Background: an optimization exercise with open tools, aiming at small area and few clock cycles. Do not read the settings as production practice. The RTL was checked by simulation tests, not by an equivalence proof against the original design. The flow treats the clock pin as an ideal source, which a real chip does not have.

## matrix_ring_rotate_by_one
module matrix_ring_rotate_by_one (
  input  logic                            clk_i,
  input  logic                            rst_ni,
  input  logic                            in_valid_i,
  output logic                            in_ready_o,
  input  logic signed [ELEMENT_WIDTH-1:0] element_i,
  output logic                            out_valid_o,
  input  logic                            out_ready_i,
  output logic signed [ELEMENT_WIDTH-1:0] rotated_element_o,
  output logic                            run_last_o,
  output logic                            frame_last_o,
  input  logic                            psel,
  input  logic                            penable,
  input  logic                            pwrite,
  input  logic [APB_AW-1:0]               paddr,
  input  logic [APB_DW-1:0]               pwdata,
  output logic [APB_DW-1:0]               prdata,
  output logic                            pready
);
Size: about 3800 cells after synthesis, roughly 2100 flip-flops, about 210 I/O pins, ~0.076 sq mm of cells after synthesis.
export LEC_CHECK = 0
export CAP_MARGIN = 20
export CORE_MARGIN = 2
export CORE_UTILIZATION = 70
export CTS_CLUSTER_DIAMETER = 120
export CTS_CLUSTER_SIZE = 30
export SLEW_MARGIN = 20
create_clock -name core_clock -period 14.0 [get_ports {clk_i}]
standard.sh (not shown) runs the stock make flow with config.mk's settings and CLKGATE_MAP_FILE= SYNTH_SCRIPT=/design/flow/synth_recipe.tcl, a recipe that flattens the netlist after the stock synthesis.
==> flow/flow/run.sh <==
#!/bin/bash
# Layout flow: the standard flow (standard.sh) with three changes:
#  - ABC maps for area (flow/abc.script: no delay-driven buffering or upsizing),
#  - ports are buffered with the smallest buffer,
#  - the clock tree is built without dummy loads.
# Every step's full output goes to orfs/logs as usual; make's own output to flow_make.log.
set -euo pipefail
WORK=$(pwd)
rm -rf "$WORK/scripts"
cp -r "$FLOW_HOME/scripts" "$WORK/scripts"
cp "$WORK/flow/abc.script" "$WORK/scripts/abc_speed.script"
sed -i 's/^  -sink_clustering_enable \\$/  -sink_clustering_enable -dont_use_dummy_load \\/' "$WORK/scripts/cts.tcl"
grep -q -- '-dont_use_dummy_load' "$WORK/scripts/cts.tcl"
export SCRIPTS_DIR="$WORK/scripts"
export BUFFER_PORTS_ARGS="-buffer_cell sky130_fd_sc_hd__buf_1"
bash "$WORK/standard.sh" "$@" > "$WORK/flow_make.log" 2>&1
==> flow/flow/abc.script <==
strash
&get -n
&fraig -x
&put
scorr
dc2
strash
&get -n
&dch -f
&nf -R 1000 -C 32
&put
topo
stime -c
Testbench counts at the start, summed over its fixed seeds: cycles 53,270.
Then changed:
==> flow/flow/abc.script (replaced) <==
strash
&get -n
&fraig -x
&put
scorr
dc2
strash
&get -n
&dch -f
&nf -R 1000
&put
topo
stime -c
- CORE_UTILIZATION: 70 -> 60
- CTS_CLUSTER_SIZE: 30 -> 28
What happened: Wire length came out higher by 2.0%; global-route usage decreases by 5.9 points; die area came out higher by 17%; worst hold slack loses 0.024 ns; synthesized area is about the same; cell count grows by 5.0%; non-clock buffer count grows by 13; setup slack degrades by 0.27 ns; clock-buffer cell count climbs by 5.
Then changed:
- CORE_UTILIZATION: 60 -> 70
Design area decreases by 0.50%.
Worst hold slack is better by 0.017 ns.
Via count hardly moves.
Worst setup slack gets worse by 0.33 ns.

---

matrix_ring_rotate_by_one, a different RTL version from the one above (not shown whole).
Size: roughly 4600 cells after synthesis, ~210 I/O pins, ~81000 um^2 of cells after synthesis.
## matrix_ring_rotate_by_one
module matrix_ring_rotate_by_one (
  input  logic                            clk_i,
  input  logic                            rst_ni,
  input  logic                            in_valid_i,
  output logic                            in_ready_o,
  input  logic signed [ELEMENT_WIDTH-1:0] element_i,
  output logic                            out_valid_o,
  input  logic                            out_ready_i,
  output logic signed [ELEMENT_WIDTH-1:0] rotated_element_o,
  output logic                            run_last_o,
  output logic                            frame_last_o,
  input  logic                            psel,
  input  logic                            penable,
  input  logic                            pwrite,
  input  logic [APB_AW-1:0]               paddr,
  input  logic [APB_DW-1:0]               pwdata,
  output logic [APB_DW-1:0]               prdata,
  output logic                            pready
);
  localparam int unsigned PW = mrr_pkg::POS_W;
  ...
Settings: LEC_CHECK=0, CAP_MARGIN=20, CORE_MARGIN=2, CORE_UTILIZATION=60, CTS_BUF_LIST=sky130_fd_sc_hd__clkbuf_8, SLEW_MARGIN=20; clock period 14.0 ns.
run.sh (not shown) runs the stock make flow with config.mk's settings and CLKGATE_MAP_FILE= SYNTH_SCRIPT=/design/flow/synth_recipe.tcl, a recipe that flattens the netlist after the stock synthesis.
Stock flow here: none of the scripts above is used.
Testbench counts at the start, summed over its fixed seeds: cycles 53,270.
Change:
- CORE_UTILIZATION: 60 -> 35
- CTS_BUF_LIST: sky130_fd_sc_hd__clkbuf_8 -> default
=> Global-route usage shrinks by 16 points. Wire length grows by 3.8%. Count of clock-buffer cells in the layout shrinks by 100.
Change:
==> flow/flow/run.sh (new file) <==
#!/bin/bash
# Layout flow: the standard flow (standard.sh) with three changes:
#  - ABC maps for area (flow/abc.script: no delay-driven buffering or upsizing),
#  - ports are buffered with the smallest buffer,
#  - the clock tree is built without dummy loads.
# Every step's full output goes to orfs/logs as usual; make's own output to flow_make.log.
set -euo pipefail
WORK=$(pwd)
rm -rf "$WORK/scripts"
cp -r "$FLOW_HOME/scripts" "$WORK/scripts"
cp "$WORK/flow/abc.script" "$WORK/scripts/abc_speed.script"
sed -i 's/^  -sink_clustering_enable \\$/  -sink_clustering_enable -dont_use_dummy_load \\/' "$WORK/scripts/cts.tcl"
grep -q -- '-dont_use_dummy_load' "$WORK/scripts/cts.tcl"
export SCRIPTS_DIR="$WORK/scripts"
export BUFFER_PORTS_ARGS="-buffer_cell sky130_fd_sc_hd__buf_1"
bash "$WORK/standard.sh" "$@" > "$WORK/flow_make.log" 2>&1
==> flow/flow/abc.script (new file) <==
strash
&get -n
&fraig -x
&put
scorr
dc2
strash
&get -n
&dch -f
&nf -R 1000
&put
topo
stime -c
==> flow/standard.sh (new file) <==
#!/bin/bash
# synth_recipe.tcl (not shown) runs the flow's synth.tcl, then flattens the netlist and writes it again
# the make line also repeats each setting of config.mk as NAME=value (left out here)
make -C /OpenROAD-flow-scripts/flow DESIGN_CONFIG=/design/flow/config.mk WORK_HOME=/design/flow/orfs CLKGATE_MAP_FILE= SYNTH_SCRIPT=/design/flow/synth_recipe.tcl "${@:-finish}"
- CORE_UTILIZATION: 35 -> 60
- CTS_CLUSTER_DIAMETER: default -> 120
- CTS_CLUSTER_SIZE: default -> 28
removed: flow/run.sh
Critical path depth is higher by 5.
Worst hold slack gets worse by 33 ps.
Worst setup slack is better by 130 ps.
Die area drops by well over a third.
Core utilization increases by 25 points.
Cell area fell by roughly a tenth.
Non-clock buffer count goes down by 37.
Global-route usage increases by 15 points.
Count of clock-buffer cells in the layout is lower by 169.
Fmax grows slightly.

==> re-timing with driven ports <==
No port has a modelled driver above. Below, the same layouts with a new extraction and two added sets of constraints.
Step 1, drivers: a clkbuf_16 drives clk_i and a buf_2 each remaining input, both assumed.
Step 2 moves the port delays by t, midway between the first and last clock arrival at a register: inputs arrive t later, outputs are due t later. That takes back most of the time a late clock gives input paths.
Slacks: ideal / step 1 / step 2; pairs: ideal / step 1.
run	t (ns)	slack for setup (ns)	clock arrival spread, ns
the first run of note 1	0.772	3.742 / 3.742 / 3.742	0.057 / 0.057
the second run of note 1	0.774	3.475 / 3.475 / 3.475	0.061 / 0.061
the third run of note 1	0.775	3.149 / 3.149 / 3.149	0.062 / 0.062
the first run of note 2	1.092	3.351 / 3.351 / 3.351	0.079 / 0.079
the second run of note 2	0.935	3.315 / 3.315 / 3.315	0.079 / 0.078
the third run of note 2	0.772	3.447 / 3.447 / 3.447	0.091 / 0.091
After both steps every run listed still meets setup and hold.
